Context: an optimization exercise on an open-source flow, tuned for small area. The choices shown serve that exercise and are no tape-out recipe.
At most, simulation tests tie the RTL to the original design; equivalence was not proved.
For run 4, only the layout was checked, not whether the RTL still works.
The clock port is modelled as an ideal driver; clocking choices that lean on that would not hold on a real chip.
Power figures rest on the tool's default switching activity, not on a simulated workload.

===== flow/flow/run.sh =====
#!/bin/bash
# Standard ORFS layout (the standard.sh, standard synthesis unchanged) with
# changes of cell choice only: the port buffers are the smallest buffer, the
# clock tree is built from clkbuf_8 without dummy loads, and after CTS each
# clock buffer is downsized where the flip-flop clock slew stays low.
set -euo pipefail
export BUFFER_PORTS_ARGS="-buffer_cell sky130_fd_sc_hd__buf_1"
export CTS_ARGS="-sink_clustering_enable -repair_clock_nets -dont_use_dummy_load -buf_list sky130_fd_sc_hd__clkbuf_8 -root_buf sky130_fd_sc_hd__clkbuf_8"
export POST_CTS_TCL="$PWD/flow/downsize.tcl"
bash standard.sh > standard.log 2>&1

===== flow/flow/downsize.tcl =====
# Downsize clock buffers to clkbuf_4 (then clkbuf_2) where the flip-flop clock
# pins they drive keep a slew under the limit (placement parasitics).
proc ctsd_worst_clk_slew {} {
  set worst 0
  foreach pin [get_pins -hierarchical */CLK] {
    set s [get_property $pin slew_max]
    if {$s > $worst} {set worst $s}
  }
  return $worst
}
set ctsd_limit 0.120
estimate_parasitics -placement
foreach size {4 2} {
  foreach inst [get_cells *] {
    set m [get_property $inst ref_name]
    if {![string match "sky130_fd_sc_hd__clkbuf_*" $m]} continue
    set cur [string range $m [expr [string last _ $m]+1] end]
    if {$cur <= $size} continue
    replace_cell $inst sky130_fd_sc_hd__clkbuf_$size
    estimate_parasitics -placement
    if {[ctsd_worst_clk_slew] > $ctsd_limit} {
      replace_cell $inst $m
      estimate_parasitics -placement
    } else {
      puts "CTSD [get_property $inst name] $m -> clkbuf_$size"
    }
  }
}
puts "CTSD worst clock slew [ctsd_worst_clk_slew]"
detailed_placement
check_placement

===== flow/standard.sh =====
#!/bin/bash
# synth_recipe.tcl (not shown) runs the flow's synth.tcl, then flattens the netlist and writes it again
# the make line also repeats each setting of config.mk as NAME=value (left out here)
make -C /OpenROAD-flow-scripts/flow DESIGN_CONFIG=/design/flow/config.mk WORK_HOME=/design/flow/orfs CLKGATE_MAP_FILE= SYNTH_SCRIPT=/design/flow/synth_recipe.tcl "${@:-finish}"

===== flow/config.mk =====
export PLATFORM = sky130hd
export DESIGN_NAME = seq_mac_unit
export DESIGN_NICKNAME = seq_mac_unit
export VERILOG_FILES = /design/flow/design.v
export SDC_FILE = /design/flow/constraint.sdc
export NUM_CORES = 4
export LEC_CHECK = 0
export CAP_MARGIN = 0
export CORE_MARGIN = 2
export CORE_UTILIZATION = 55
export PLACE_DENSITY = 0.86
export SLEW_MARGIN = 0
export SYNTH_HIERARCHICAL = 1
export SYNTH_MINIMUM_KEEP_SIZE = 0

===== flow/constraint.sdc =====
create_clock -name core_clock -period 10.0 [get_ports {clk_i}]
set_input_delay 2.0000 -clock core_clock [delete_from_list [all_inputs] [get_ports {clk_i}]]
set_output_delay 2.0000 -clock core_clock [all_outputs]
set_load 0.01 [all_outputs]

===== flow/design.v =====
module seq_mac_unit #(
    parameter int N                  = 41,
    parameter int CLK_DIV_MULTIPLIER = 50
) (
    input  logic           clk_i,
    input  logic           rst_i,
    input  logic           MUL_Start_STRB_i,
    input  logic [2*N-1:0] a_i,
    input  logic [2*N-1:0] b_i,
    input  logic [2*N-1:0] acc_i,
    output logic           MUL_Done_STRB_o,
    output logic [2*N-1:0] out_o,
    output logic           busy_o
);
    localparam int W    = 2 * N;
    localparam int LAT  = N * CLK_DIV_MULTIPLIER + 1;  
    localparam int P    = N + 1;                       
    localparam int WORK = N * P + N;                   
    localparam int WAIT = LAT - WORK;                  
    localparam int NPL  = (WAIT + P - 1) / P;          
    localparam logic [5:0] S_INIT = 6'(64 - NPL);
    localparam int AR = WAIT % P;
    localparam int HR = (WAIT + N * P) % N;
    logic          busy_q, done_q;
    logic          t2_q;
    logic [1:0]    q3_q;
    logic [2:0]    q7_q;
    logic [5:0]    s_q;
    logic          c_q;
    logic [N-1:0]  h_q, l_q;
    logic [N:0]    a_q;        
    logic [N-1:0]  ah_q;       
    logic [N:0]    a_ld;
    logic [N-1:0]  ah_ld;
    logic last, p_last, p_sign, in_mul, in_fin, sub, pre, pol;
    logic a0, ah0, h0, x, sum, maj, s41;
    logic unused_upper_s;
    assign unused_upper_s = ^{a_i[W-1:N], b_i[W-1:N]};
    assign p_last = t2_q & ~q3_q[0] & (q7_q == 3'b001);                
    assign p_sign = ~t2_q & q3_q[1] & q3_q[0] & (q7_q == 3'b100);      
    assign in_mul = ~s_q[5] | (~s_q[4] & ~(s_q[3] & s_q[0]));  
    assign in_fin = s_q[5] & ~s_q[4] & s_q[3] & s_q[0];        
    assign sub    = s_q[5] & ~s_q[4] & s_q[3] & ~s_q[0];       
    assign pre    = s_q[5] & ~s_q[3] & s_q[2] & s_q[1] & s_q[0];  
    assign last   = in_fin & p_sign;
    assign pol    = ~t2_q;    
    assign a0  = a_q[0] ^ pol;
    assign ah0 = ah_q[0] ^ pol;
    assign h0  = h_q[0];
    assign x   = in_mul ? ((l_q[0] & a0) ^ sub) : ah0;
    assign sum = h0 ^ x ^ c_q;
    assign maj = (h0 & x) | (c_q & (h0 ^ x));
    assign s41 = h0 ^ x ^ maj;      
    always_ff @(posedge clk_i or posedge rst_i) begin
        if (rst_i) begin
            busy_q <= 1'b0;
            done_q <= 1'b0;
        end else begin
            busy_q <= (MUL_Start_STRB_i & ~busy_q) | (busy_q & ~last);
            done_q <= busy_q & last;
        end
    end
    always_ff @(posedge clk_i) begin
        if (!busy_q) begin
            t2_q <= 1'b0;
            q3_q <= 2'b01;
            q7_q <= 3'b001;
            s_q  <= S_INIT;
        end else begin
            t2_q <= ~t2_q;
            q3_q <= {q3_q[0], q3_q[1] ^ q3_q[0]};
            q7_q <= {q7_q[1:0], q7_q[2] ^ q7_q[1]};
            s_q  <= s_q + {5'd0, p_last};
        end
    end
    for (genvar i = 0; i <= N; i++) begin : g_a_ld
        if (((i + P - AR) % P) == N) begin : g_acc40
            assign a_ld[i] = acc_i[N-1];
        end else begin : g_a
            assign a_ld[i] = a_i[(i + P - AR) % P];
        end
    end
    for (genvar i = 0; i < N; i++) begin : g_ah_ld
        assign ah_ld[i] = acc_i[N + ((i + N - HR) % N)];
    end
    logic [N:0]   a_d;
    logic [N-1:0] ah_d;
    logic idle;
    assign idle = ~busy_q;
    for (genvar i = 0; i <= N; i++) begin : g_a
        smac_ring u_r (.sel(busy_q), .sel_n(idle), .a(a_q[(i + 1) % (N + 1)]), .b(a_ld[i]),
                       .y(a_d[i]));
    end
    for (genvar i = 0; i < N; i++) begin : g_ah
        smac_ring u_r (.sel(busy_q), .sel_n(idle), .a(ah_q[(i + 1) % N]), .b(ah_ld[i]),
                       .y(ah_d[i]));
    end
    always_ff @(posedge clk_i) begin
        a_q  <= a_d;
        ah_q <= ah_d;
    end
    always_ff @(posedge clk_i) begin
        if (p_last) begin
            c_q <= pre | (sub & a0);
        end else if (p_sign & in_mul) begin
            c_q <= s41;
        end else begin
            c_q <= maj;
        end
    end
    logic sel_ld, sel_step, sel_sh, sel_hold, sel_lhold, h_top;
    logic [N-1:0] h_d, l_d, h_nx, l_nx;
    assign sel_ld    = MUL_Start_STRB_i & ~busy_q;
    assign sel_step  = busy_q & in_mul & p_last;
    assign sel_sh    = busy_q & ~(s_q[5] & s_q[4]);    
    assign sel_hold  = ~(sel_ld | sel_sh);
    assign sel_lhold = ~(sel_ld | sel_step);
    assign h_top     = p_last ? c_q : sum;
    assign h_nx      = {h_top, h_q[N-1:1]};
    assign l_nx      = {h_q[0], l_q[N-1:1]};
    for (genvar i = 0; i < N; i++) begin : g_hl
        smac_sel3 u_h (.ld(sel_ld), .sh(sel_sh), .hd(sel_hold),
                       .a(acc_i[i]), .b(h_nx[i]), .c(h_q[i]), .y(h_d[i]));
        smac_sel3 u_l (.ld(sel_ld), .sh(sel_step), .hd(sel_lhold),
                       .a(b_i[i]), .b(l_nx[i]), .c(l_q[i]), .y(l_d[i]));
    end
    always_ff @(posedge clk_i) begin
        h_q <= h_d;
        l_q <= l_d;
    end
    assign out_o           = {h_q, l_q};
    assign MUL_Done_STRB_o = done_q;
    assign busy_o          = busy_q;
endmodule
module smac_ring (
    input  logic sel,
    input  logic sel_n,
    input  logic a,
    input  logic b,
    output logic y
);
    assign y = ~((sel | b) & (sel_n | a));
endmodule
module smac_sel3 (
    input  logic ld,
    input  logic sh,
    input  logic hd,
    input  logic a,
    input  logic b,
    input  logic c,
    output logic y
);
    assign y = (ld & a) | (sh & b) | (hd & c);
endmodule

==> results of run 1 <==
## power by group
part	internal, mW	total [mW]	switching, mW
Combinational	0.270	0.588	0.317
Sequential	0.997	1.18	0.180
Clock	0.103	0.305	0.202
## state kept, by name, indices dropped and copies added, names as in the netlist
name,count
a_q,42
ah_q,41
h_q,41
l_q,41
s_q,6
q7_q,3
q3_q,2
busy_q,1
c_q,1
done_q,1
t2_q,1
## cells in the final DEF (no fill, tap or decap), types with 2 or more instances in the layout
cell / count
a222oi_1: 82
and2_1: 4
buf_1: 250
buf_4: 7
clkbuf_4: 11
clkbuf_8: 6
dfxtp_1: 178
fa_1: 2
ha_1: 2
inv_1: 85
mux2_2: 2
mux2i_1: 2
nand2_1: 8
nand3_1: 4
nand3b_1: 2
nor2_1: 5
nor2_2: 2
nor2b_1: 2
nor3_1: 2
o22ai_1: 84
xnor2_1: 5
xor2_1: 3
## per-module statistics from Yosys, one instance, submodules excluded
| module | cells inside | flops+latches | cell area (um2) |
|---|---|---|---|
| seq_mac_unit | 242 | 180 | 4050 |
| smac_ring | 1 | 0 | 6.26 |
| smac_sel3 | 2 | 0 | 13.8 |
## per-layer routing
layer  wire (um)  track usage
met5           0            0
met2        7590        0.456
met1        5950        0.302
met4         332        0.107
met3        1520        0.105
## layout make-up
type | instances | area, um2
timing repair buffer | 257 | 991
clock buffer | 17 | 165
tap | 136 | 170
fill | 793 | 3150
inverter | 86 | 323
multi-input combinational | 221 | 1770
sequential | 180 | 3610
## path summary, 6_finish.rpt
path	to	slack, ns	start	cells after the start
hold reg to reg	a_q[4]	0.41	a_q[5]	1
setup / recovery	h_q[32]	6.56	MUL_Start_STRB_i	7
setup reg to reg	h_q[32]	7.12	busy_q	7
max in group asynchronous	busy_q	8.57	rst_i	2
min in group asynchronous	done_q	1.30	rst_i	2
hold / removal	a_q[4]	0.41	a_q[5]	1
## synthesized netlist by cell type (all sizes together), types with 2 or more instances
cell type | number | area (um2)
dfxtp | 178 | 3560
xor2 | 3 | 26.3
mux2 | 2 | 22.5
nand3b | 2 | 15.0
nand2 | 8 | 30.0
o22ai | 84 | 526
nand3 | 4 | 20.0
dfrtp | 2 | 50.1
and2 | 5 | 32.5
fa | 2 | 40.0
ha | 2 | 25.0
nor2b | 3 | 18.8
xnor2 | 5 | 43.8
nor3 | 2 | 10.0
inv | 86 | 323
a222oi | 82 | 821
mux2i | 2 | 20.0
nor2 | 7 | 26.3
## through the flow
stage	area [um2]	util	worst slack (ns)	std cells
2_1_floorplan	5690	-	2.49	489
3_3_place_gp	6870	0.674	6.23	880
3_5_place_dp	6870	0.674	6.13	880
5_1_grt	7030	0.691	6.54	897
6_report	7030	0.691	6.56	897
## cells by family (layout without fill, tap and decap cells)
| kind of cell | after synthesis | count (layout) | share of synthesized area |
|---|---|---|---|
| compound gates | 170 | 170 | 0.242 |
| xor+xnor | 8 | 8 | 0.0123 |
| fa+ha+maj | 4 | 4 | 0.0114 |
| buf+inv | 88 | 360 | 0.0587 |
| flops | 180 | 180 | 0.635 |
| mux | 4 | 4 | 0.00747 |
| simple gates | 35 | 35 | 0.0334 |
==> summary.md, run 1 <==
| Metric | Value |
|---|---|
| Status | timing/DRC/antenna clean |
| PwrDens | 294 mW/mm2 |
| Vias in the first global route | approximately 4900 |
| Kind of end point of the critical path | register |
| Final setup vio count | 0 |
| Crit path buffers/inverters | 4 |
| RSZ-0062 raised after global routing | no |
| Layout Nets | 1016 |
| Final cycle utilization of the critical path | 0.344 |
| Avg WL per Cell | around 17 um |
| Most used flip-flop cell after synthesis | dfxtp_1 |
| First-pass GRT wire length | about 24000 um |
| Die Y | 106 um |
| Die width | approximately 110 um |
| Worst-path clk slew | around 0.11 ns |
| Unique cell type count in the Yosys netlist | 29 |
| Row count | 37 |
| DR DRC count | 0 |
| Max Cap Viol | 0 |
| Syn_nets | ~740 |
| Worst min-delay path class | register to register |
| Initial antenna violation count | 0 |
| Routed Antenna Nets | 0 |
| Post-synthesis async set-or-reset flop share | 0.0111 |
| Io pins | ~330 |
| RD Place Congestion | slightly below 0.8 |
| 1st-pass router iterations | 9 |
| Worst-skew pair later-pin latency | between 0.5 and 0.6 ns |
| Top Family by Delay on Critical Path | buffers and inverters |
| Max transition margin | 0.430 |
| CP Launch Type | input port |
| CP peak stage delay | between 0.6 and 0.7 ns |
| DR iter-0 viols | approximately 960 |
| Seq/Total Area, Yosys | 0.635 |
| FMAX | 291 MHz |
| CTS tree | yes |
| Total gr overflow | 0 |
| Largest net degree at the start of global routing | between 90 and 100 |
| Post-synth EDFFs | 0 |
| Worst-path fanout max | 84 |
| Ant. Diodes | 0 |
| Synth Instances | ~490 |
| Layout cells sized above 1 | 0.0473 |
| Final Hold Viols | 0 |
| Slowest CP cell | buf_4 |
| Most frequent CP cell | buf_4 |
| Maximum VDD drop | roughly 170 uV |
| # clock sinks | between 150 and 200 |
| Synthesis-stage register bit count | 180 |
| Critical path class | input port to register |
| CP cell instances | buf_1 -> nor2b_4 -> buf_4 -> nor2_2 -> buf_4 -> a222oi_1 -> inv_1 |
| WP data arrival | 3.82 ns |
| Via count | between 5000 and 6000 |
| Full die area | around 0.011 mm2 |
| Core area | 0.0102 mm2 |
| Overall routing resource usage | 0.268 |
| Initial Util | 0.559 |
| Area growth, synth to finish | 23.5% |
| Via density per instance | about 6 |
| Total Neg Setup Slack | 0 ns |
| Fin crit period | 3.44 ns |
| Syn_area_per_cell | 11.6 um2 |
| Least-Margin Pin Slew | about 0.85 ns |
| Final wirelength | between 15000 and 20000 um |
| Worst clock skew | roughly 0.033 ns |
| Synthesized cell area | 0.00569 mm2 |
| P_leak | approximately 3 nW |
| Critical Path RT | roughly 10 ns |
| Buffers added on ports | 250 |
| Yosys Warn Count | 7 |
| Final HPWL DP | 10600 um |
| Final Hold Slack | about 0.4 ns |
| Design Power | 2.07 mW |
| Fin. max-slew vios | 0 |
==> inputs of run 2 (changes only) <==
--- a/flow/config.mk
+++ b/flow/config.mk
@@ -10,3 +10,3 @@
 export CORE_UTILIZATION = 55
-export PLACE_DENSITY = 0.86
+export PLACE_DENSITY = 0.8
 export SLEW_MARGIN = 0
==> summary.md, run 2 <==
| Metric | Value |
|---|---|
| Yosys Warn Count | 7 |
| Synth top cells by count | 178 x dfxtp_1, 86 x inv_1, 84 x o22ai_1 |
| Final Hold Viols | 0 |
| Max reg flops | 42 |
| Worst clock skew | around 0.038 ns |
| CTS tree | yes |
| CP Launch Type | register |
| Die Y | ~110 um |
| Final cycle utilization of the critical path | 0.339 |
| Largest net degree at the start of global routing | 96 |
| Area growth, synth to finish | 23.2% |
| Least-Margin Pin Slew | about 1.1 ns |
| RD Place Congestion | 0.806 |
| Vias in the first global route | 4901 |
| Unique cell type count in the Yosys netlist | 29 |
| Dpl ws | a little over 6 ns |
| Fin. max-slew vios | 0 |
| Ant. Diodes | 0 |
| Most common cell after layout, fill and taps aside | buf_1 |
| Syn_area_per_cell | about 12 um2 |
| Layout cells sized above 1 | 0.0461 |
| DR iter-0 viols | 790 |
| Kind of end point of the critical path | register |
| Total gr overflow | 0 |
| CP peak stage delay | slightly above 0.9 ns |
| Cell Area, Placed | 0.00686 mm2 |
| Max Cap Viol | 0 |
| Design Power | ~2 mW |
| Slowest CP cell | a21oi_4 |
| Fin worst setup slack | about 6.6 ns |
| Internal | between 1 and 1.5 mW |
| Worst min-delay path class | register to register |
| Area contributors post-synth | dfxtp_1 63%, a222oi_1 14%, o22ai_1 9.2% |
| Commonest non-fill, non-tap cells in the layout | 250 x buf_1, 178 x dfxtp_1, 85 x inv_1, 84 x o22ai_1, 82 x a222oi_1 |
| Worst-path clk slew | approximately 0.11 ns |
| Final HPWL DP | between 10000 and 15000 um |
| Final setup vio count | 0 |
| Routed Antenna Nets | 0 |
| FMAX | 295 MHz |
| Psw | 691 uW |
| Via count | roughly 5200 |
| Synth Instances | around 490 |
| Avg WL per Cell | 16.8 um |
| Top-count cell post-synth | dfxtp_1 |
| RR Startpoint | busy_q |
| Maximum VDD drop | approximately 160 uV |
| Most used flip-flop cell after synthesis | dfxtp_1 |
| Buffers added on ports | 250 |
| P_leak | 2.98 nW |
| Overall routing resource usage | 0.264 |
| Crit path buffers/inverters | 5 |
| Final Hold Slack | around 0.39 ns |
| RSZ-0062 raised after global routing | no |
| Post-synthesis async set-or-reset flop share | 0.0111 |
| Post-Layout Inst Area | ~0.0070 mm2 |
| Share of power burned in registers | 0.573 |
| WP data arrival | around 3.8 ns |
| # clock sinks | 180 |
| CP cell instances | inv_2 -> buf_4 -> a21oi_4 -> and3_1 -> buf_4 -> nor2_2 -> buf_4 -> a222oi_1 -> inv_1 |
| Synth top area share | 0.626 |
| Via density per instance | around 5.8 |
| DR DRC count | 0 |
| Crit path from | busy_q |
| Critical path class | register to register |
| Final wirelength | ~15000 um |
| Sw frac | 0.337 |
| Hold Crit Start | a_q[33] |
| Status | timing/DRC/antenna clean |
| Yosys top cell by area | dfxtp_1 |
| Io pins | roughly 330 |
| Total Neg Setup Slack | 0 ns |
| Full die area | between 0.01 and 0.015 mm2 |
| Die width | between 100 and 150 um |
| PwrDens | between 200 and 300 mW/mm2 |
| Row count | 37 |
| Largest register by flop count | a_q |
| First-pass GRT wire length | roughly 23000 um |
| Synthesized cell area | between 0.005 and 0.006 mm2 |
| Layout Nets | a little over 1000 |
| Synthesis-stage register bit count | 180 |
| Fin crit period | 3.39 ns |
| Post-synth EDFFs | 0 |
| Worst-path fanout max | 86 |
| Clock power frac | 0.143 |
| Top Family by Delay on Critical Path | compound AO/OA/AOI/OAI gates |
| 1st-pass router iterations | 9 |
| Worst-skew pair later-pin latency | about 0.55 ns |
| Initial Util | 0.559 |
| Core area | between 0.01 and 0.015 mm2 |
| Critical Path RT | approximately 10 ns |
| Syn_nets | roughly 740 |
| Gate power share | 0.284 |
| Most frequent CP cell | buf_4 |
| Max transition margin | 0.270 |
| Seq/Total Area, Yosys | 0.635 |
| Initial antenna violation count | 0 |
run 2: layer usage:
metal	wire, um	vias to the layer above	global-route usage
li1	-	2466	-
met1	5870	2442	0.315
met2	7320	285	0.431
met3	1340	44	0.0823
met4	532	0	0.133
met5	0	-	0
run 2: through the flow:
step / utilization / instances
3_3_place_gp: 0.674 / 879
3_5_place_dp: 0.674 / 879
5_1_grt: 0.689 / 896
6_report: 0.689 / 896
2_1_floorplan: - / 489
run 2: path summary, 6_finish.rpt:
path                       slack [ns]  endpoint  cells after the start
max                              6.61   l_q[15]                      9
min in group asynchronous        1.29    done_q                      2
min                              0.39   a_q[32]                      1
max reg2reg                      6.61   l_q[15]                      9
max in group asynchronous        8.59    busy_q                      2
min reg2reg                      0.39   a_q[32]                      1
run 2: kinds of logic (layout without fill, tap and decap cells):
kind of cell | after synthesis | after routing | share of synthesized area
muxes | 4 | 4 | 0.00747
xor gates and xnor gates | 8 | 8 | 0.0123
AOI/OAI and AO/OA | 170 | 170 | 0.242
buffers and inverters | 88 | 359 | 0.0587
adders and majority gates | 4 | 4 | 0.0114
and+or+nand+nor | 35 | 35 | 0.0334
DFF | 180 | 180 | 0.635
run 2: power by group through the flow:
stage / logic (mW) / registers [mW] / clock network [mW]
floorplan: 0.315 / 1.21 / 0
global placement: 0.556 / 1.17 / 0
detailed placement: 0.583 / 1.18 / 0
global route: 0.649 / 1.20 / 0.331
finish: 0.583 / 1.18 / 0.293
run 2: cell type report:
cell class              count  area (um2)
inverters                  86         323
multi-input cells         221        1770
well taps                 136         170
repair buffers            256         983
clock buffers              17         153
flip-flops and latches    180        3610
fillers                   804        3170
run 2: worst reg2reg max path: stages (launching register included):
cell,delay (ns)
dfrtp_2,0.45
inv_2,0.04
buf_4,0.37
a21oi_4,0.95
and3_1,0.29
buf_4,0.39
nor2_2,0.05
buf_4,0.28
a222oi_1,0.40
inv_1,0.08
run 2: per-module statistics from Yosys (local to each module, per instance):
module,copies in the design,cell area [um2]
smac_ring,83,6.26
seq_mac_unit,1,4050
smac_sel3,82,13.8
==> inputs of run 3 (changes only) <==
--- a/flow/config.mk
+++ b/flow/config.mk
@@ -9,3 +9,3 @@
 export CORE_MARGIN = 2
-export CORE_UTILIZATION = 55
+export CORE_UTILIZATION = 60
 export PLACE_DENSITY = 0.8
==> summary.md, run 3 <==
| Metric | Value |
|---|---|
| Total gr overflow | 0 |
| Unique cell type count in the Yosys netlist | 29 |
| Routed Antenna Nets | 0 |
| Status | timing/DRC/antenna clean |
| Seq/Total Area, Yosys | 0.635 |
| Cell Area, Placed | between 0.006 and 0.007 mm2 |
| Top sig layer | met4 |
| CTS tree | yes |
| Metal-1 WL | between 5000 and 6000 um |
| Synth top cells by count | 178 x dfxtp_1, 86 x inv_1, 84 x o22ai_1 |
| Least-Margin Pin Slew | 1.07 ns |
| Full die area | 0.0103 mm2 |
| Fin crit period | between 3 and 4 ns |
| Ant. Diodes | 0 |
| Yosys top cell by area | dfxtp_1 |
| 1st-pass router iterations | 10 |
| DR iter-0 viols | 547 |
| Post-synthesis async set-or-reset flop share | 0.0111 |
| Layout cells sized above 1 | 0.0461 |
| RD Place Congestion | approximately 0.8 |
| Overall routing resource usage | 0.272 |
| Via count | between 5000 and 6000 |
| Post-Layout Inst Area | 0.00701 mm2 |
| R2R depth | 8 |
| Final Hold Viols | 0 |
| Syn_area_per_cell | ~12 um2 |
| Kind of end point of the critical path | register |
| Hold-critical path depth | 1 |
| Fin. max-slew vios | 0 |
| Non-filler cells, final | about 890 |
| Synth Instances | a little under 500 |
| Largest net degree at the start of global routing | between 90 and 100 |
| Fillers | roughly 700 |
| Area contributors post-synth | dfxtp_1 63%, a222oi_1 14%, o22ai_1 9.2% |
| RSZ-0062 raised after global routing | no |
| CP Launch Type | input port |
| Final Hold Slack | just under 0.4 ns |
| Most common cell after layout, fill and taps aside | buf_1 |
| PwrDens | approximately 290 mW/mm2 |
| Final cycle utilization of the critical path | 0.362 |
| Max Cap Viol | 0 |
| Yosys Warn Count | 7 |
| Max reg flops | 42 |
| Synthesized cell area | between 0.005 and 0.006 mm2 |
| Maximum VDD drop | 156 uV |
| Io pins | approximately 330 |
| Register area | 0.00361 mm2 |
| Vias in the first global route | around 4800 |
| Buffers added on ports | 250 |
| DR DRC count | 0 |
| Core area | 0.00924 mm2 |
| Dpl cells | between 800 and 900 |
| Total Neg Setup Slack | 0 ns |
| Commonest non-fill, non-tap cells in the layout | 250 x buf_1, 178 x dfxtp_1, 85 x inv_1, 84 x o22ai_1, 82 x a222oi_1 |
| First-pass GRT wire length | approximately 22000 um |
| Top-count cell post-synth | dfxtp_1 |
| Largest register by flop count | a_q |
| # clock sinks | 180 |
| Layout Nets | roughly 1000 |
| Area of the multi-input gates | 0.00177 mm2 |
| FMAX | around 280 MHz |
| P_leak | between 2 and 3 nW |
| Worst-skew pair later-pin latency | 0.65 ns |
| Worst clock skew | roughly 0.029 ns |
| Max transition margin | 0.286 |
| Critical Path RT | between 10 and 15 ns |
| Avg WL per Cell | about 17 um |
| Routed wl met2 | roughly 7500 um |
| Initial antenna violation count | 0 |
| Synthesis-stage register bit count | 180 |
| WL met3 | ~1300 um |
| Post-synth EDFFs | 0 |
| Die width | between 100 and 150 um |
| Via density per instance | slightly below 6 |
| Dpl ws | 5.84 ns |
| Final setup vio count | 0 |
| Worst-path clk slew | around 0.11 ns |
| Worst-path fanout max | between 80 and 90 |
| Area growth, synth to finish | 23.2% |
| Final wirelength | approximately 15000 um |
| Initial Util | 0.616 |
| WP data arrival | between 4 and 5 ns |
| Die Y | just over 100 um |
| Most used flip-flop cell after synthesis | dfxtp_1 |
| Fin worst setup slack | roughly 6.4 ns |
| Row count | 35 |
| Final HPWL DP | 10100 um |
| Worst min-delay path class | register to register |
| Synth top area share | 0.626 |
| Critical path class | input port to register |
| Syn_nets | between 700 and 800 |
-- run 3: cell types whose count changed in the layout (fill, tap and decap cells not counted) --
cell,before,now
clkbuf_8,4,6
clkbuf_4,13,10
clkbuf_2,0,1
-- run 3: worst max-delay path, stage by stage --
cell and delay [ns]:
buf_1 0.12, nor2b_4 0.14, buf_4 0.64, nor2_2 0.35, buf_4 0.31, a222oi_1 0.42, inv_1 0.09
-- run 3: cell type report --
type / count / share of cell area
Clock buffer: 17 / 0.0232
Timing Repair Buffer: 256 / 0.140
Multi-Input combinational cell: 221 / 0.252
Tap cell: 129 / 0.0230
Sequential cell: 180 / 0.515
Inverter: 86 / 0.0460
-- run 3: through the flow --
step | utilization | power (mW)
detailed placement | 0.742 | 1.75
global route | 0.759 | 2.18
global placement | 0.742 | 1.72
floorplan | - | 1.52
finish | 0.759 | 2.05
-- run 3: kinds of logic (layout without fill, tap and decap cells) --
kind of cell | after synthesis | in the layout | synth area share
flip-flops | 180 | 180 | 0.635
AO/OA/AOI/OAI | 170 | 170 | 0.242
buffers and inverters | 88 | 359 | 0.0587
AND/OR/NAND/NOR | 35 | 35 | 0.0334
XOR/XNOR | 8 | 8 | 0.0123
adder cells (fa/ha/maj) | 4 | 4 | 0.0114
multiplexers | 4 | 4 | 0.00747
-- run 3: per-layer routing --
metal | GRT usage | vias up
met5 | 0 | -
met4 | 0.115 | 0
met3 | 0.0897 | 33
met2 | 0.464 | 244
met1 | 0.315 | 2434
li1 | - | 2461
-- run 3: worst paths after layout --
kind	start	end	slack, ns
setup / recovery	MUL_Start_STRB_i	l_q[16]	6.38
hold / removal	ah_q[18]	ah_q[17]	0.40
setup reg to reg	busy_q	l_q[16]	6.83
hold reg to reg	ah_q[18]	ah_q[17]	0.40
max in group asynchronous	rst_i	busy_q	8.72
min in group asynchronous	rst_i	done_q	1.16
-- run 3: report_power, final --
part / total, mW / switching (mW) / internal, mW
combinational: 0.581 / 0.312 / 0.269
sequential: 1.17 / 0.170 / 0.997
clock: 0.301 / 0.200 / 0.101
-- run 3: modules after synthesis, one instance, submodules excluded --
module,flip-flops and latches,copies in the design
smac_sel3,0,82
smac_ring,0,83
seq_mac_unit,180,1
==> inputs of run 4 (changes only) <==
--- a/flow/design.v
+++ b/flow/design.v
@@ -87,11 +87,7 @@
     logic [N-1:0] ah_d;
-    logic idle;
-    assign idle = ~busy_q;
     for (genvar i = 0; i <= N; i++) begin : g_a
-        smac_ring u_r (.sel(busy_q), .sel_n(idle), .a(a_q[(i + 1) % (N + 1)]), .b(a_ld[i]),
-                       .y(a_d[i]));
+        smac_ring u_r (.sel(busy_q), .a(a_q[(i + 1) % (N + 1)]), .b(a_ld[i]), .y(a_d[i]));
     end
     for (genvar i = 0; i < N; i++) begin : g_ah
-        smac_ring u_r (.sel(busy_q), .sel_n(idle), .a(ah_q[(i + 1) % N]), .b(ah_ld[i]),
-                       .y(ah_d[i]));
+        smac_ring u_r (.sel(busy_q), .a(ah_q[(i + 1) % N]), .b(ah_ld[i]), .y(ah_d[i]));
     end
@@ -112,7 +108,9 @@
     logic [N-1:0] h_d, l_d, h_nx, l_nx;
-    assign sel_ld    = MUL_Start_STRB_i & ~busy_q;
-    assign sel_step  = busy_q & in_mul & p_last;
-    assign sel_sh    = busy_q & ~(s_q[5] & s_q[4]);    
-    assign sel_hold  = ~(sel_ld | sel_sh);
-    assign sel_lhold = ~(sel_ld | sel_step);
+    logic sel_lld;
+    smac_sel u_hsel (.start(MUL_Start_STRB_i), .busy(busy_q),
+                     .shift(~(s_q[5] & s_q[4])),    
+                     .ld(sel_ld), .sh(sel_sh), .hd(sel_hold));
+    smac_sel u_lsel (.start(MUL_Start_STRB_i), .busy(busy_q),
+                     .shift(in_mul & p_last),       
+                     .ld(sel_lld), .sh(sel_step), .hd(sel_lhold));
     assign h_top     = p_last ? c_q : sum;
@@ -123,3 +121,3 @@
                        .a(acc_i[i]), .b(h_nx[i]), .c(h_q[i]), .y(h_d[i]));
-        smac_sel3 u_l (.ld(sel_ld), .sh(sel_step), .hd(sel_lhold),
+        smac_sel3 u_l (.ld(sel_lld), .sh(sel_step), .hd(sel_lhold),
                        .a(b_i[i]), .b(l_nx[i]), .c(l_q[i]), .y(l_d[i]));
@@ -136,3 +134,2 @@
     input  logic sel,
-    input  logic sel_n,
     input  logic a,
@@ -141,3 +138,3 @@
 );
-    assign y = ~((sel | b) & (sel_n | a));
+    assign y = ~(sel ? a : b);
 endmodule
@@ -154 +151,13 @@
 endmodule
+module smac_sel (
+    input  logic start,
+    input  logic busy,
+    input  logic shift,
+    output logic ld,
+    output logic sh,
+    output logic hd
+);
+    assign ld = start & ~busy;
+    assign sh = busy & shift;
+    assign hd = ~(ld | sh);
+endmodule
--- a/flow/config.mk
+++ b/flow/config.mk
@@ -9,4 +9,4 @@
 export CORE_MARGIN = 2
-export CORE_UTILIZATION = 60
-export PLACE_DENSITY = 0.8
+export CORE_UTILIZATION = 55
+export PLACE_DENSITY = 0.68
 export SLEW_MARGIN = 0
==> summary.md, run 4 <==
| Metric | Value |
|---|---|
| Status | timing/DRC/antenna clean |
| Fin crit period | roughly 3.6 ns |
| Via density per instance | approximately 5.5 |
| Final Hold Viols | 0 |
| Final cycle utilization of the critical path | 0.363 |
| Die Y | approximately 110 um |
| Fillers | 902 |
| Worst-path fanout max | 38 |
| Worst clock skew | around 0.033 ns |
| Worst min-delay path class | register to register |
| Top Family by Delay on Critical Path | flip-flops |
| 1st-pass router iterations | 6 |
| Seq/Total Area, Yosys | 0.599 |
| Worst-skew pair later-pin latency | around 0.56 ns |
| Most used flip-flop cell after synthesis | dfxtp_1 |
| Slowest CP cell | dfrtp_4 |
| Design Power | between 1.5 and 2 mW |
| Row count | 38 |
| Syn_area_per_cell | between 10 and 15 um2 |
| Unique cell type count in the Yosys netlist | 34 |
| Layout Nets | just over 1000 |
| Largest net degree at the start of global routing | just under 70 |
| Sw frac | 0.323 |
| FMAX | approximately 280 MHz |
| Buffers added on ports | 250 |
| CP Launch Type | register |
| PwrDens | about 240 mW/mm2 |
| Dpl ws | roughly 6.4 ns |
| Core area | ~0.011 mm2 |
| Fin worst setup slack | ~6.4 ns |
| Vias in the first global route | about 4400 |
| DR DRC count | 0 |
| Area of the multi-input gates | approximately 0.0021 mm2 |
| CTS tree | yes |
| RSZ-0062 raised after global routing | no |
| Initial antenna violation count | 0 |
| # clock sinks | 180 |
| CP peak stage delay | 0.83 ns |
| Post-synthesis async set-or-reset flop share | 0.0111 |
| Crit path buffers/inverters | 1 |
| Synth Instances | slightly below 500 |
| Overall routing resource usage | 0.231 |
| Via count | between 4000 and 5000 |
| Most common cell after layout, fill and taps aside | buf_1 |
| Register-to-register setup slack | between 7 and 8 ns |
| Internal | 1.21 mW |
| Final setup vio count | 0 |
| Syn_nets | around 750 |
| Total Neg Setup Slack | 0 ns |
| Kind of end point of the critical path | primary output |
| CP cell instances | buf_1 |
| Synthesis-stage register bit count | 180 |
| RD Place Congestion | 0.813 |
| Gate power share | 0.262 |
| Clock power frac | 0.169 |
| Worst-path clk slew | approximately 0.11 ns |
| Synth top area share | 0.590 |
| Psw | ~580 uW |
| Max reg flops | between 40 and 50 |
| Final HPWL DP | around 10000 um |
| Register area | 0.00362 mm2 |
| Io pins | about 330 |
| Maximum VDD drop | 149 uV |
| Commonest non-fill, non-tap cells in the layout | 250 x buf_1, 178 x dfxtp_1, 87 x inv_1, 83 x mux2i_1, 82 x a222oi_1 |
| Final wirelength | between 10000 and 15000 um |
| Synth top cells by count | 178 x dfxtp_1, 87 x inv_1, 85 x mux2i_1 |
| Least-Margin Pin Slew | roughly 1.2 ns |
| Synthesized cell area | between 0.006 and 0.007 mm2 |
| First-pass GRT wire length | approximately 21000 um |
| Avg WL per Cell | 15.5 um |
| Top-count cell post-synth | dfxtp_1 |
| Dpl cells | just under 900 |
| P_leak | 3.73 nW |
| Initial Util | 0.559 |
| Fin. max-slew vios | 0 |
| Largest register by flop count | a_q |
| Die width | roughly 110 um |
| Layout cells sized above 1 | 0.0407 |
| Routed Antenna Nets | 0 |
| Critical path class | register to primary output |
| Total gr overflow | 0 |
| DR iter-0 viols | between 600 and 700 |
| Yosys Warn Count | 7 |
| Share of power burned in registers | 0.569 |
| Area growth, synth to finish | 21.9% |
| Area contributors post-synth | dfxtp_1 59%, mux2i_1 14%, a222oi_1 14% |
| Ant. Diodes | 0 |
| Full die area | between 0.01 and 0.015 mm2 |
| WP data arrival | about 1.6 ns |
| Post-synth EDFFs | 0 |
| Non-filler cells, final | between 900 and 1000 |
| Yosys top cell by area | dfxtp_1 |
| Max transition margin | 0.188 |
| Critical Path RT | about 8.0 ns |
| Max Cap Viol | 0 |
## run 4: kinds of logic after synthesis
family | after synthesis | share of synthesized area
flops | 180 | 0.599
fa+ha+maj | 4 | 0.0108
buf+inv | 89 | 0.0560
xor+xnor | 8 | 0.0116
compound gates | 90 | 0.146
simple gates | 37 | 0.0365
mux | 85 | 0.141
## run 4: path summary, 6_finish.rpt
path                                from  endpoint  cells past startpoint
worst max-delay path              busy_q    busy_o                      1
worst min-delay path            ah_q[17]  ah_q[16]                      1
worst max register to register    busy_q    h_q[4]                      3
worst min register to register  ah_q[17]  ah_q[16]                      1
max in group asynchronous          rst_i    busy_q                      2
min in group asynchronous          rst_i    busy_q                      2
## run 4: power groups by stage
stage	clock network, mW	registers, mW	logic (mW)
detailed placement	0	1.03	0.466
global placement	0	1.02	0.452
floorplan	0	1.06	0.258
global route	0.347	1.04	0.524
finish	0.302	1.02	0.467
## run 4: metrics by stage
stage	cell area, um2	hold slack, ns	utilization
final	7360	0.374	0.682
after floorplan	6040	0.391	-
after global routing	7360	0.397	0.682
after detailed placement	7190	0.400	0.667
after global placement	7190	0.392	0.667
## run 4: final cells by class
class | count | share of cell area
multi-input cells | 224 | 0.287
repair buffers | 253 | 0.131
clock buffers | 17 | 0.0224
well taps | 140 | 0.0238
inverters | 87 | 0.0444
flip-flops and latches | 180 | 0.491
## run 4: Yosys stat by module, one instance, submodules excluded
module / area [um2] / cells
smac_sel: 23.8 / 3
smac_sel3: 13.8 / 2
smac_ring: 10.0 / 1
seq_mac_unit: 4030 / 240
## run 4: routing by layer
| layer | routed length (um) | vias up | global-route usage | share of wire |
|---|---|---|---|---|
| met2 | 6710 | 216 | 0.378 | 0.48 |
| met1 | 5640 | 2317 | 0.267 | 0.40 |
| met5 | 0 | - | 0 | 0 |
| met4 | 450 | 0 | 0.105 | 0.032 |
| met3 | 1190 | 28 | 0.0903 | 0.085 |
| li1 | - | 2388 | - | - |

separate check: timing with driven ports:
How much do the figures lean on ideal ports? The routed layouts below were timed once more, with nothing changed but the port constraints.
Step 1: set_driving_cell puts a clkbuf_16 on clk_i and a buf_2 on each other input, an assumption about the parent block.
Step 2, shift: input delay + t, output delay - t, t = (earliest + latest rising clock arrival at the registers) / 2. This alone moves slack from input paths to output paths.
Three values: no drivers, after step 1, after step 2; two values: the first two.
| run | t (ns) | slack for setup (ns) | cell pins on the clock port's net |
|---|---|---|---|
| run 1 | 0.547 | 6.563 / 6.562 / 6.015 | 1 |
| run 2 | 0.560 | 6.614 / 6.614 / 6.081 | 1 |
| run 3 | 0.671 | 6.376 / 6.382 / 5.710 | 1 |
| run 4 | 0.583 | 6.371 / 6.337 / 6.382 | 1 |
After both steps every run listed still meets setup and hold. For run 3, which loses most, drivers alone change the setup slack by +0.006 ns; drivers and shift together by -0.666 ns.
